Context: an optimization exercise on an open-source flow, tuned for a short achievable clock period and few clock cycles. The choices shown serve that exercise and are no tape-out recipe. Function was checked by simulation only, so behaviour that the tests miss may differ from the original.

===== flow/constraint.sdc =====
create_clock -name core_clock -period 10.0 [get_ports {clk}]
set_input_delay 2.0000 -clock core_clock [delete_from_list [all_inputs] [get_ports {clk}]]
set_output_delay 2.0000 -clock core_clock [all_outputs]
set_load 0.01 [all_outputs]

===== flow/design.v =====
package cpu_pkg;
    typedef logic [8-1:0] word_t;
    typedef logic [16-1:0]   count_t;
    typedef logic [1:0]             reg_sel_t;
    typedef enum logic [3:0] {
        SYS   = 4'b0000,
        ADD   = 4'b0001,
        ADDI  = 4'b0010,
        SUB   = 4'b0011,
        NEG   = 4'b0110,
        BGEZ0 = 4'b1000,
        BGEZ1 = 4'b1001,
        MOVE  = 4'b1010,
        STORE = 4'b1011,
        LOAD  = 4'b1100,
        LOADI = 4'b1101,
        JUMP  = 4'b1110
    } opcode_e;
    typedef enum logic [3:0] {
        NOP  = 4'b0000,
        HALT = 4'b1111
    } sys_e;
    typedef enum logic [1:0] {
        ALU_ADD = 2'd0,
        ALU_SUB = 2'd1,
        ALU_NEG = 2'd2
    } alu_op_e;
    typedef enum logic [2:0] {
        IDLE, FETCH, FETCH_WAIT, EXECUTE, MEM_WAIT, HALTED
    } ctrl_state_e;
endpackage
`timescale 1ns/1ps
module cpu_memory (
    input  logic           clk,
    input  logic           we,
    input  cpu_pkg::word_t waddr,
    input  cpu_pkg::word_t wdata,
    input  cpu_pkg::word_t pc,
    output logic [127:0]   win,        
    input  cpu_pkg::word_t tgt,
    output logic [63:0]    twin,       
    input  logic [1:0]     ld_page,
    output logic [127:0]   page,       
    input  cpu_pkg::word_t prog_addr,
    output cpu_pkg::word_t prog_rdata
);
    cpu_pkg::word_t ram [256];
    always_ff @(posedge clk) begin
        if (we) begin
            ram[waddr] <= wdata;
        end
    end
    logic [2:0]   pe_idx, po_idx, te_idx, to_idx;
    logic [255:0] pblk, tblk;
    assign po_idx = pc[7:5];
    assign pe_idx = pc[7:5] + 3'(pc[4]);
    assign to_idx = tgt[7:5];
    assign te_idx = tgt[7:5] + 3'(tgt[4]);
    for (genvar j = 0; j < 16; j++) begin : g_row
        assign pblk[8*j +: 8]       = ram[{pe_idx, 1'b0, 4'(j)}];
        assign pblk[128 + 8*j +: 8] = ram[{po_idx, 1'b1, 4'(j)}];
        assign tblk[8*j +: 8]       = ram[{te_idx, 1'b0, 4'(j)}];
        assign tblk[128 + 8*j +: 8] = ram[{to_idx, 1'b1, 4'(j)}];
    end
    for (genvar j = 0; j < 16; j++) begin : g_win
        logic [4:0] off;
        assign off = pc[4:0] + 5'(j);
        assign win[8*j +: 8] = pblk[8*off +: 8];
    end
    for (genvar j = 0; j < 8; j++) begin : g_twin
        logic [4:0] off;
        assign off = tgt[4:0] + 5'(j);
        assign twin[8*j +: 8] = tblk[8*off +: 8];
    end
    for (genvar j = 0; j < 16; j++) begin : g_page
        assign page[8*j +: 8] = ram[{2'b00, ld_page, 4'(j)}];
    end
    assign prog_rdata = ram[prog_addr];   
endmodule
`timescale 1ns/1ps
module reg_file (
    input  logic              clk,
    input  logic              reset,
    input  logic              we,
    input  logic [31:0]       wr_data,   
    output logic [31:0]       regs       
);
    always_ff @(posedge clk) begin
        if (reset) begin
            regs <= '0;
        end else if (we) begin
            regs <= wr_data;
        end
    end
endmodule
`timescale 1ns/1ps
module alu (
    input  cpu_pkg::word_t   ir,
    input  cpu_pkg::word_t   a,        
    input  cpu_pkg::word_t   b,        
    input  cpu_pkg::word_t   ld,       
    input  cpu_pkg::word_t   pc_inc,   
    output cpu_pkg::word_t   result
);
    always_comb begin
        case (ir[7:4])
            cpu_pkg::ADD:   result = a + b;
            cpu_pkg::SUB:   result = a - b;
            cpu_pkg::NEG:   result = cpu_pkg::word_t'(0) - a;
            cpu_pkg::ADDI:  result = a + {6'b0, ir[1:0]};
            cpu_pkg::LOADI: result = {6'b0, ir[1:0]};
            cpu_pkg::MOVE:  result = b;
            cpu_pkg::LOAD:  result = ld;
            cpu_pkg::JUMP:  result = pc_inc;
            default:        result = '0;
        endcase
    end
endmodule
module alu_pre (
    input  logic [31:0]      regs,       
    output logic [127:0]     t_add,      
    output logic [127:0]     t_sub,      
    output logic [127:0]     t_addi,     
    output logic [31:0]      t_neg       
);
    for (genvar a = 0; a < 4; a++) begin : g_a
        for (genvar b = 0; b < 4; b++) begin : g_b
            assign t_add[8*(4*a+b) +: 8]  = regs[8*a +: 8] + regs[8*b +: 8];
            assign t_sub[8*(4*a+b) +: 8]  = regs[8*a +: 8] - regs[8*b +: 8];
            assign t_addi[8*(4*a+b) +: 8] = regs[8*a +: 8] + 8'(b);
        end
        assign t_neg[8*a +: 8] = 8'd0 - regs[8*a +: 8];
    end
endmodule
module alu_sel (
    input  cpu_pkg::word_t   ir,
    input  logic [31:0]      regs,
    input  logic [127:0]     t_add,
    input  logic [127:0]     t_sub,
    input  logic [127:0]     t_addi,
    input  logic [31:0]      t_neg,
    input  cpu_pkg::word_t   ld,       
    input  cpu_pkg::word_t   pc_inc,   
    output cpu_pkg::word_t   result
);
    always_comb begin
        case (ir[7:4])
            cpu_pkg::ADD:   result = t_add[8*ir[3:0] +: 8];
            cpu_pkg::SUB:   result = t_sub[8*ir[3:0] +: 8];
            cpu_pkg::NEG:   result = t_neg[8*ir[3:2] +: 8];
            cpu_pkg::ADDI:  result = t_addi[8*ir[3:0] +: 8];
            cpu_pkg::LOADI: result = {6'b0, ir[1:0]};
            cpu_pkg::MOVE:  result = regs[8*ir[1:0] +: 8];
            cpu_pkg::LOAD:  result = ld;
            cpu_pkg::JUMP:  result = pc_inc;
            default:        result = '0;
        endcase
    end
endmodule
`timescale 1ns/1ps
module control_unit #(
    parameter int W = 5
) (
    input  logic               clk,
    input  logic               reset,
    input  logic               en,
    input  logic [127:0]       win,       
    output cpu_pkg::word_t     tgt,
    input  logic [63:0]        twin,      
    input  logic [127:0]       page,      
    input  logic [31:0]        regs,
    output logic               regs_we,
    output logic [31:0]        regs_next,
    output cpu_pkg::word_t     pc,
    output logic               mem_we,
    output cpu_pkg::word_t     mem_waddr,
    output cpu_pkg::word_t     mem_wdata,
    input  logic               prog_we,
    input  cpu_pkg::word_t     prog_addr,
    input  cpu_pkg::word_t     prog_wdata,
    output logic               halt,
    output cpu_pkg::count_t    cc
);
    logic           started;
    logic           exec;
    logic           refetch;    
    logic           load_we;
    logic [8*W-1:0] ib_q;
    logic           sb_valid;
    cpu_pkg::word_t sb_addr, sb_data;
    cpu_pkg::word_t r [4];
    for (genvar x = 0; x < 4; x++) begin : g_r
        assign r[x] = regs[8*x +: 8];
    end
    cpu_pkg::word_t pc_k [W+1];
    for (genvar k = 0; k <= W; k++) begin : g_pck
        assign pc_k[k] = pc + cpu_pkg::word_t'(k);
    end
    cpu_pkg::word_t ib [W];
    for (genvar k = 0; k < W; k++) begin : g_ib
        assign ib[k] = ib_q[8*k +: 8];
    end
    cpu_pkg::word_t pg [16];
    for (genvar j = 0; j < 16; j++) begin : g_pg
        assign pg[j] = (sb_valid && sb_addr == {2'b00, r[3][1:0], 4'(j)}) ? sb_data : page[8*j +: 8];
    end
    logic [W-1:0]   is_st, is_ld, is_halt, is_jump, is_br, is_ctl, use_a, use_b;
    logic [3:0]     wr [W];         
    logic [1:0]     fa [W], fb [W];
    for (genvar k = 0; k < W; k++) begin : g_dec
        logic [3:0] op;
        assign op = ib[k][7:4];
        assign fa[k] = ib[k][3:2];
        assign fb[k] = ib[k][1:0];
        assign is_st[k]   = (op == cpu_pkg::STORE);
        assign is_ld[k]   = (op == cpu_pkg::LOAD);
        assign is_halt[k] = (op == cpu_pkg::SYS) && (ib[k][3:0] == cpu_pkg::HALT);
        assign is_jump[k] = (op == cpu_pkg::JUMP);
        assign is_br[k]   = (op == cpu_pkg::BGEZ0) || (op == cpu_pkg::BGEZ1);
        assign is_ctl[k]  = is_jump[k] || is_br[k];
        assign use_a[k]   = (op == cpu_pkg::ADD) || (op == cpu_pkg::SUB) ||
                            (op == cpu_pkg::NEG) || (op == cpu_pkg::ADDI);
        assign use_b[k]   = (op == cpu_pkg::ADD) || (op == cpu_pkg::SUB) ||
                            (op == cpu_pkg::MOVE);
        always_comb begin
            wr[k] = 4'b0000;
            case (op)
                cpu_pkg::ADD, cpu_pkg::SUB, cpu_pkg::NEG, cpu_pkg::LOAD: wr[k] = 4'b0001;
                cpu_pkg::ADDI, cpu_pkg::LOADI, cpu_pkg::MOVE: wr[k] = 4'b0001 << fa[k];
                cpu_pkg::JUMP: wr[k] = 4'b1000;
                default: ;
            endcase
        end
    end
    logic [W-1:0] lw [W][4];
    logic [W-1:0] lwi [W][4];
    logic         lw_later;
    always_comb begin
        for (int k = 0; k < W; k++) begin
            for (int x = 0; x < 4; x++) begin
                lw_later = 1'b0;
                lw[k][x] = '0;
                for (int j = k - 1; j >= 0; j--) begin
                    lw[k][x][j] = wr[j][x] && !lw_later;
                    lw_later = lw_later || wr[j][x];
                end
                lwi[k][x] = wr[k][x] ? W'(1) << k : lw[k][x];
            end
        end
    end
    logic ctl_seen;
    always_comb begin
        tgt      = '0;
        ctl_seen = 1'b0;
        for (int k = 0; k < W; k++) begin
            if (is_ctl[k] && !ctl_seen) begin
                tgt = is_jump[k] ? r[fa[k]] : {2'b00, ib[k][4], ib[k][3:0], 1'b0};
            end
            ctl_seen = ctl_seen || is_ctl[k];
        end
    end
    logic [127:0]   t_add, t_sub, t_addi;
    logic [31:0]    t_neg;
    cpu_pkg::word_t res1 [W];
    alu_pre u_pre (
        .regs(regs), .t_add(t_add), .t_sub(t_sub), .t_addi(t_addi), .t_neg(t_neg)
    );
    for (genvar k = 0; k < W; k++) begin : g_alu1
        alu_sel u_alu1 (
            .ir(ib[k]), .regs(regs), .t_add(t_add), .t_sub(t_sub), .t_addi(t_addi),
            .t_neg(t_neg), .ld(pg[ib[k][3:0]]), .pc_inc(pc_k[k+1]), .result(res1[k])
        );
    end
    cpu_pkg::word_t res2 [W];
    cpu_pkg::word_t opa [W], opb [W];
    always_comb begin
        for (int k = 0; k < W; k++) begin
            opa[k] = |lw[k][fa[k]] ? '0 : r[fa[k]];
            opb[k] = |lw[k][fb[k]] ? '0 : r[fb[k]];
            for (int j = 0; j < k; j++) begin
                if (lw[k][fa[k]][j]) opa[k] = opa[k] | res1[j];
                if (lw[k][fb[k]][j]) opb[k] = opb[k] | res1[j];
            end
        end
    end
    for (genvar k = 0; k < W; k++) begin : g_alu2
        alu u_alu2 (
            .ir(ib[k]), .a(opa[k]), .b(opb[k]), .ld(pg[ib[k][3:0]]),
            .pc_inc(pc_k[k+1]), .result(res2[k])
        );
    end
    logic [W-1:0]   dep, lvl_ok, taken, st_hit, end_after;
    cpu_pkg::word_t r0v [W], st_addr [W], st_data [W];
    logic [W-1:0]   st_before, ctl_before;
    always_comb begin
        for (int k = 0; k < W; k++) begin
            st_before[k]  = 1'b0;
            ctl_before[k] = 1'b0;
            for (int j = 0; j < k; j++) begin
                st_before[k]  = st_before[k] || is_st[j];
                ctl_before[k] = ctl_before[k] || is_ctl[j];
            end
            dep[k] = (use_a[k] && |lw[k][fa[k]]) || (use_b[k] && |lw[k][fb[k]]);
        end
        for (int k = 0; k < W; k++) begin
            lvl_ok[k] = 1'b1;
            for (int j = 0; j < k; j++) begin
                if ((use_a[k] || is_st[k]) && lw[k][fa[k]][j] && dep[j]) lvl_ok[k] = 1'b0;
                if (use_b[k] && lw[k][fb[k]][j] && dep[j]) lvl_ok[k] = 1'b0;
            end
            if (is_ld[k] && |lw[k][3]) lvl_ok[k] = 1'b0;
            if (is_jump[k] && |lw[k][fa[k]]) lvl_ok[k] = 1'b0;
            if (st_before[k] && (is_st[k] || is_ld[k] || is_halt[k])) lvl_ok[k] = 1'b0;
            if (ctl_before[k] && is_ctl[k]) lvl_ok[k] = 1'b0;
        end
        for (int k = 0; k < W; k++) begin
            r0v[k]     = |lw[k][0]      ? '0 : r[0];
            st_addr[k] = |lw[k][fa[k]] ? '0 : r[fa[k]];
            st_data[k] = |lw[k][fb[k]] ? '0 : r[fb[k]];
            for (int j = 0; j < k; j++) begin
                if (lw[k][0][j])     r0v[k]     = r0v[k] | res2[j];
                if (lw[k][fa[k]][j]) st_addr[k] = st_addr[k] | res1[j];
                if (lw[k][fb[k]][j]) st_data[k] = st_data[k] | res2[j];
            end
            taken[k]   = is_br[k] && !r0v[k][7];
            st_hit[k]  = 1'b0;
            for (int j = k + 1; j < W; j++) begin
                if (st_addr[k] == pc_k[j]) st_hit[k] = 1'b1;
            end
            end_after[k] = is_halt[k] || is_jump[k] || taken[k] || (is_st[k] && st_hit[k]);
        end
    end
    logic [W:0]   valid;
    logic [W-1:0] last;
    always_comb begin
        valid[0] = 1'b1;
        for (int k = 1; k < W; k++) valid[k] = valid[k-1] && !end_after[k-1] && lvl_ok[k];
        valid[W] = 1'b0;
        for (int k = 0; k < W; k++) last[k] = valid[k] && !valid[k+1];
    end
    logic [W-1:0]   st_first;
    always_comb begin
        for (int k = 0; k < W; k++) st_first[k] = is_st[k] && !st_before[k];
    end
    cpu_pkg::word_t  vk [W][4];    
    logic [31:0]     regs_sel;
    cpu_pkg::word_t  pc_sel;
    cpu_pkg::count_t cc_sel;
    logic [W:0]      sh_sel;       
    logic            use_t_sel;    
    logic            st_any, halt_any;
    cpu_pkg::word_t  st_addr_sel, st_data_sel;
    always_comb begin
        for (int k = 0; k < W; k++) begin
            for (int x = 0; x < 4; x++) begin
                vk[k][x] = |lwi[k][x] ? '0 : r[x];
                for (int j = 0; j <= k; j++) begin
                    if (lwi[k][x][j]) vk[k][x] = vk[k][x] | res2[j];
                end
            end
        end
        regs_sel    = '0;
        pc_sel      = '0;
        cc_sel      = '0;
        sh_sel      = '0;
        use_t_sel   = 1'b0;
        st_any      = 1'b0;
        halt_any    = 1'b0;
        st_addr_sel = '0;
        st_data_sel = '0;
        for (int k = 0; k < W; k++) begin
            if (last[k]) begin
                for (int x = 0; x < 4; x++) regs_sel[8*x +: 8] = regs_sel[8*x +: 8] | vk[k][x];
                cc_sel = cc_sel | (cc + cpu_pkg::count_t'(k + 1));
                if (is_jump[k] || taken[k]) begin
                    pc_sel    = pc_sel | tgt;
                    use_t_sel = 1'b1;
                end else begin
                    pc_sel    = pc_sel | pc_k[k+1];
                    sh_sel    = sh_sel | ((W+1)'(1) << (k + 1));
                end
            end
            if (valid[k] && is_halt[k]) halt_any = 1'b1;
            if (st_first[k]) begin
                st_any      = st_any | valid[k];
                st_addr_sel = st_addr_sel | st_addr[k];
                st_data_sel = st_data_sel | st_data[k];
            end
        end
    end
    assign exec      = !reset && !halt && (started || en) && !refetch;
    assign regs_we   = exec;
    assign regs_next = regs_sel;
    assign load_we   = prog_we && (halt || !started);
    always_comb begin
        if (sb_valid) begin
            mem_we    = 1'b1;
            mem_waddr = sb_addr;
            mem_wdata = sb_data;
        end else begin
            mem_we    = load_we;
            mem_waddr = prog_addr;
            mem_wdata = prog_wdata;
        end
    end
    logic [127:0]   win_d;
    logic [63:0]    twin_d;
    logic           cst;    
    logic [15:0]    hit_w;
    logic [7:0]     hit_t;
    assign cst = exec && st_any;
    always_comb begin
        for (int j = 0; j < 16; j++) begin
            hit_w[j] = st_addr_sel == pc_k[0] + 8'(j);
            win_d[8*j +: 8] = win[8*j +: 8];
            if (sb_valid && sb_addr == pc_k[0] + 8'(j)) win_d[8*j +: 8] = sb_data;
            if (load_we && prog_addr == pc_k[0] + 8'(j)) win_d[8*j +: 8] = prog_wdata;
        end
        for (int j = 0; j < 8; j++) begin
            hit_t[j] = st_addr_sel == tgt + 8'(j);
            twin_d[8*j +: 8] = twin[8*j +: 8];
            if (sb_valid && sb_addr == tgt + 8'(j)) twin_d[8*j +: 8] = sb_data;
        end
    end
    logic nhit;    
    always_comb begin
        nhit = 1'b0;
        if (use_t_sel) begin
            nhit = |hit_t;
        end else begin
            for (int m = 1; m <= W; m++) begin
                if (sh_sel[m] && |hit_w[m +: 8]) nhit = 1'b1;
            end
        end
    end
    logic [8*W-1:0] ib_d;
    always_comb begin
        ib_d = '0;
        if (exec && use_t_sel) begin
            ib_d = twin_d[8*W-1:0];
        end else if (exec) begin
            for (int m = 1; m <= W; m++) begin
                if (sh_sel[m]) ib_d = ib_d | win_d[8*m +: 8*W];
            end
        end else begin
            ib_d = win_d[8*W-1:0];
        end
    end
    always_ff @(posedge clk) begin
        ib_q <= ib_d;
    end
    always_ff @(posedge clk) begin
        if (reset) begin
            started  <= 1'b0;
            pc       <= cpu_pkg::word_t'(33);
            cc       <= '0;
            halt     <= 1'b0;
            sb_valid <= 1'b0;
            refetch  <= 1'b0;
        end else begin
            sb_valid <= cst;
            refetch  <= cst && nhit;
            if (exec) begin
                started <= 1'b1;
                pc      <= pc_sel;
                cc      <= cc_sel;
                if (halt_any) halt <= 1'b1;
            end
        end
    end
    always_ff @(posedge clk) begin
        if (cst) begin
            sb_addr <= st_addr_sel;
            sb_data <= st_data_sel;
        end
    end
endmodule
`timescale 1ns/1ps
module cpu_top (
    input  logic            clk,
    input  logic            reset,
    input  logic            en,
    output logic            halt,
    output cpu_pkg::count_t cc,
    input  logic            prog_we,
    input  cpu_pkg::word_t  prog_addr,
    input  cpu_pkg::word_t  prog_wdata,
    output cpu_pkg::word_t  prog_rdata
);
    logic [31:0]       regs, regs_next;
    logic              regs_we;
    logic [127:0]      win, page;
    logic [63:0]       twin;
    cpu_pkg::word_t    pc, tgt;
    logic              mem_we;
    cpu_pkg::word_t    mem_waddr, mem_wdata;
    control_unit u_ctrl (
        .clk(clk), .reset(reset), .en(en),
        .win(win), .tgt(tgt), .twin(twin), .page(page), .regs(regs),
        .regs_we(regs_we), .regs_next(regs_next), .pc(pc),
        .mem_we(mem_we), .mem_waddr(mem_waddr), .mem_wdata(mem_wdata),
        .prog_we(prog_we), .prog_addr(prog_addr), .prog_wdata(prog_wdata),
        .halt(halt), .cc(cc)
    );
    reg_file u_regs (
        .clk(clk), .reset(reset),
        .we(regs_we), .wr_data(regs_next), .regs(regs)
    );
    cpu_memory u_mem (
        .clk(clk),
        .we(mem_we), .waddr(mem_waddr), .wdata(mem_wdata),
        .pc(pc), .win(win), .tgt(tgt), .twin(twin),
        .ld_page(regs[25:24]), .page(page),
        .prog_addr(prog_addr), .prog_rdata(prog_rdata)
    );
endmodule

===== flow/run.sh =====
#!/bin/bash
# synth_recipe.tcl (not shown) runs the flow's synth.tcl, then flattens the netlist and writes it again
# the make line also repeats each setting of config.mk as NAME=value (left out here)
make -C /OpenROAD-flow-scripts/flow DESIGN_CONFIG=/design/flow/config.mk WORK_HOME=/design/flow/orfs CLKGATE_MAP_FILE= SYNTH_SCRIPT=/design/flow/synth_recipe.tcl finish

===== flow/config.mk =====
export PLATFORM = sky130hd
export DESIGN_NAME = cpu_top
export DESIGN_NICKNAME = cpu_top
export VERILOG_FILES = /design/flow/design.v
export SDC_FILE = /design/flow/constraint.sdc
export NUM_CORES = 4
export LEC_CHECK = 0
export CAP_MARGIN = 20
export CORE_MARGIN = 2
export CORE_UTILIZATION = 22
export PLACE_DENSITY = 0.4
export SETUP_SLACK_MARGIN = 4
export SLEW_MARGIN = 20
export TNS_END_PERCENT = 10

==> qor.json <==
{
  "status": {
    "run_status": "timing/DRC/antenna clean"
  },
  "logic_synthesis": {
    "synthesized_area_divided_by_synthesized_cell_count_um2": 11.7,
    "netlist_instances": 15900,
    "postSynth.topFlopCell": "sky130_fd_sc_hd__edfxtp_1",
    "synth-edff-count": 2064,
    "synth.net_count": 16200,
    "synth.ff_latch_count": 2169,
    "yosysUniqueCellTypes": 132,
    "async_flop_share": 0,
    "mappedNetlistArea_um2": 186000,
    "synth.yosys.warnings": 37,
    "synth_seq_area_share": 0.345
  },
  "clock_network": {
    "clock_sinks": 2169,
    "cts-hold-fix-buffers": 0,
    "cts_tree": "done",
    "cts.htree.levels": 5,
    "tritoncts_buffer_count": 272,
    "clk_latency_ns": 1.14,
    "clock_path_buffers": 4,
    "clkTransAtPathRegs_ns": 0.06,
    "ctsRootBufferMaster": "sky130_fd_sc_hd__clkbuf_16"
  },
  "timing": {
    "finalSetupViolCount": 0,
    "crit_share_post_route": 0.833,
    "finalWorstPathRequiredPeriod_ns": 8.33,
    "timing.clock.skew_ns": 0.162,
    "finalWorstSetupSlack_ns": 1.67,
    "max_slew_margin": 0.0956,
    "final-max-slew-violation-count": 0,
    "timing.fmax_mhz": 120,
    "setup_total_negative_slack_ns": 0,
    "timing.final.hold_violations": 0,
    "worst_margin_pin_slew_ns": 1.32,
    "rsz_0062_raised_after_global_routing": "yes"
  },
  "worst_setup_path": {
    "data_required_time_of_the_critical_path_ns": 10.90,
    "worst_path_largest_cell_delay_ns": 1.02,
    "critical_path.startpoint_type": "flop",
    "critPathMaxFanout": 13,
    "cp_data_arrival_time_ns": 9.24,
    "critical_path.slowest_cell": "sky130_fd_sc_hd__nand2_1",
    "timing.critical_path.max_delay_family": "simple AND/OR/NAND/NOR gates",
    "worstSetupEndpointType": "flop",
    "worst-path-buf-inv": 4,
    "setup.worst_path.class": "reg2reg"
  },
  "routing": {
    "detail_route.first_pass.iterations": 9,
    "antenna_violating_nets_post_route": 0,
    "route.detailed.vias_per_inst": 6.54,
    "drc": 0,
    "wirelength_um": 1640000,
    "overall_via_count_from_detail_route": 188000,
    "initialDrtViolationCount": 34300,
    "detail_route.wl_per_cell_um": 57.1
  },
  "placed_design": {
    "dp_slack_ns": 0.496,
    "routabilityCongestion": 1.09,
    "hpwlAfterDp_um": 1290000,
    "place.port_buffers": 44
  },
  "die": {
    "fp.coreArea_um2": 842000,
    "dieArea_um2": 852000,
    "die_width_um": 923,
    "num_rows": 337,
    "floorplan.initialDensity": 0.221,
    "top_level_ports": 45,
    "die-height_um": 923
  },
  "global_routing": {
    "grt_max_degree": 156,
    "grt_antenna_before_repair": 304,
    "grt_first_pass_wirelength_um": 2030000,
    "grt_pass1_vias": 170000,
    "track_usage": 0.370,
    "overflow": 0
  },
  "job": {
    "max_cap_violations": 0
  },
  "layout": {
    "layout-area-overhead-vs-synth_pct": 24.9,
    "nNetsFinal": 17400,
    "nFillCells": 87200,
    "drive_gt1_frac": 0.379
  },
  "worst_hold_path": {
    "hp-class": "reg2reg"
  }
}
[cells in the mapped netlist (all sizes together), types with 51 or more instances]
master	count	area [um^2]
a2111oi	51	508
a211oi	255	1950
a21o	60	450
a21oi	753	3780
a221o	82	821
a221oi	207	1850
a22oi	84	631
a31oi	126	795
and2	73	457
buf	500	2150
clkbuf	1021	3830
dfxtp	105	2100
edfxtp	2064	62000
ha	224	2800
inv	202	758
mux2	437	4920
mux2i	954	9600
mux4	2197	49500
nand2	1124	4240
nand2b	115	719
nand3	202	1010
nand4	92	701
nor2	1491	5620
nor2b	101	632
nor3	239	1230
nor4	123	833
o211ai	144	1100
o21ai	895	4500
o221ai	128	1130
o22ai	354	2210
o31ai	57	428
or2	55	344
xnor2	405	3580
xor2	169	1480
[final timing paths]
kind                                       from              end  slack (ns)  cells past startpoint
worst min-delay path             u_regs.regs[2]   u_regs.regs[2]        0.55                      2
worst max register to register  u_ctrl.ib_q[24]  u_regs.regs[30]        1.67                     26
worst min register to register   u_regs.regs[2]   u_regs.regs[2]        0.55                      2
worst max-delay path            u_ctrl.ib_q[24]  u_regs.regs[30]        1.67                     26
[logic make-up after synthesis]
group | synth area share
adder cells (fa/ha/maj) | 0.0176
XOR/XNOR | 0.0275
AND/OR/NAND/NOR | 0.0971
multiplexers | 0.344
buffers and inverters | 0.0367
flip-flops | 0.345
AO/OA/AOI/OAI | 0.132
[stage by stage]
stage               cells  hold WS, ns  utilization  area (um^2)
global placement    27700        0.540        0.253       213000
global route        28600        0.569        0.275       232000
floorplan           15900        0.454            -       186000
detailed placement  27700        0.547        0.254       213000
finish              28800        0.551        0.276       232000
CTS                 28500        0.547        0.273       230000
[placed cells by master (no fill, tap or decap), types with 47 or more instances in the layout]
master                      netlist  final
sky130_fd_sc_hd__nand2b_1       115    106
sky130_fd_sc_hd__nand2_1       1121   1077
sky130_fd_sc_hd__edfxtp_1      2064   2064
sky130_fd_sc_hd__o21ai_0        866    818
sky130_fd_sc_hd__a211oi_1       250    211
sky130_fd_sc_hd__o211ai_1       141    141
sky130_fd_sc_hd__xnor2_1        403    353
sky130_fd_sc_hd__clkbuf_16        0    282
sky130_fd_sc_hd__a31oi_1        125    105
sky130_fd_sc_hd__buf_4            6   2135
sky130_fd_sc_hd__nand3_1        202    199
sky130_fd_sc_hd__a21o_1          60     55
sky130_fd_sc_hd__nor3_1         235    215
sky130_fd_sc_hd__nor4_1         117     80
sky130_fd_sc_hd__nor2_1        1485   1380
sky130_fd_sc_hd__or2_2           52     48
sky130_fd_sc_hd__diode_2          0    197
sky130_fd_sc_hd__o31ai_1         57     49
sky130_fd_sc_hd__a22oi_1         84     76
sky130_fd_sc_hd__nor2b_1        101     86
sky130_fd_sc_hd__buf_12           0    197
sky130_fd_sc_hd__xor2_1         169    142
sky130_fd_sc_hd__a221oi_1       203    179
sky130_fd_sc_hd__o22ai_1        354    342
sky130_fd_sc_hd__mux2_2         433    425
sky130_fd_sc_hd__o21ai_1         26     47
sky130_fd_sc_hd__o221ai_1       126    117
sky130_fd_sc_hd__clkinv_1        24     60
sky130_fd_sc_hd__and2_1          69     61
sky130_fd_sc_hd__buf_6            8     65
sky130_fd_sc_hd__nor2_2           5     97
sky130_fd_sc_hd__ha_1           224    160
sky130_fd_sc_hd__mux4_2        2197   2197
sky130_fd_sc_hd__inv_1          187    164
sky130_fd_sc_hd__a221o_1         82     82
sky130_fd_sc_hd__a21oi_1        750    700
sky130_fd_sc_hd__nand4_1         79     79
sky130_fd_sc_hd__mux2i_1        947    881
[per-layer routing]
| metal | track usage | part of all wire |
|---|---|---|
| met1 | 0.438 | 0.36 |
| met2 | 0.530 | 0.41 |
| met3 | 0.125 | 0.12 |
| met4 | 0.330 | 0.12 |
| met5 | 0.00163 | 0.00075 |
[area by class of cell]
class | count | area (um^2) | area share
Tap cell | 11200 | 14000 | 0.0603
Multi-Input combinational cell | 12000 | 121000 | 0.520
Clock buffer | 315 | 7120 | 0.0307
Sequential cell | 2169 | 64300 | 0.277
Antenna cell | 197 | 493 | 0.00212
Inverter | 226 | 948 | 0.00409
Clock inverter | 178 | 2120 | 0.00915
Timing Repair Buffer | 2496 | 22500 | 0.0968
[registers in the layout (all words and copies together), names as in the netlist, 8 cells and up, named ones only]
| signal | count |
|---|---|
| u_mem.ram | 2048 |
| u_ctrl.cc | 16 |
| u_ctrl.ib_q | 40 |
| u_regs.regs | 32 |
| u_ctrl.sb_data | 8 |
| u_ctrl.sb_addr | 8 |
| u_ctrl.pc | 8 |
[repair_timing]
| item | CTS | global route |
|---|---|---|
| gates cloned | 23 | 3 |
| buffers inserted | 269 | 91 |
| pin swaps | 163 | 66 |
| resized for setup | 802 | 175 |
| setup endpoints to repair | 144 | 140 |
[worst register-to-register path, delay by kind of cell (launching register included)]
family | cells | cell delay (ns)
AO/OA/AOI/OAI | 13 | 2.66
XOR/XNOR | 1 | 0.25
adder cells (fa/ha/maj) | 1 | 0.28
buffers and inverters | 4 | 1.02
flip-flops | 1 | 0.55
AND/OR/NAND/NOR | 7 | 3.47
Testbench counts, summed over its fixed seeds: cycles 3,631.

-- port drivers added, routing unchanged --
In the flow no input, the clock included, has a driving cell. The finished layout below was timed again as built, in two steps.
Step 1, drivers: a clkbuf_16 drives clk and a buf_2 each remaining input, both assumed.
Step 2 moves the port delays by t, midway between the first and last clock arrival at a register: inputs arrive t later, outputs are due t later. That takes back most of the time a late clock gives input paths.
a / b / c = ideal / step 1 / step 2; a / b = the first two.
t, ns: 1.196
setup slack, ns: 1.669 / 1.462 / 1.462
worst hold slack (ns): 0.551 / 0.551 / 0.551
slew at the worst register clock pin (ns): 0.11 / 0.11
After both steps this run still meets setup and hold. The setup slack of this run moves by -0.207 ns with the drivers and by -0.207 ns with both steps.
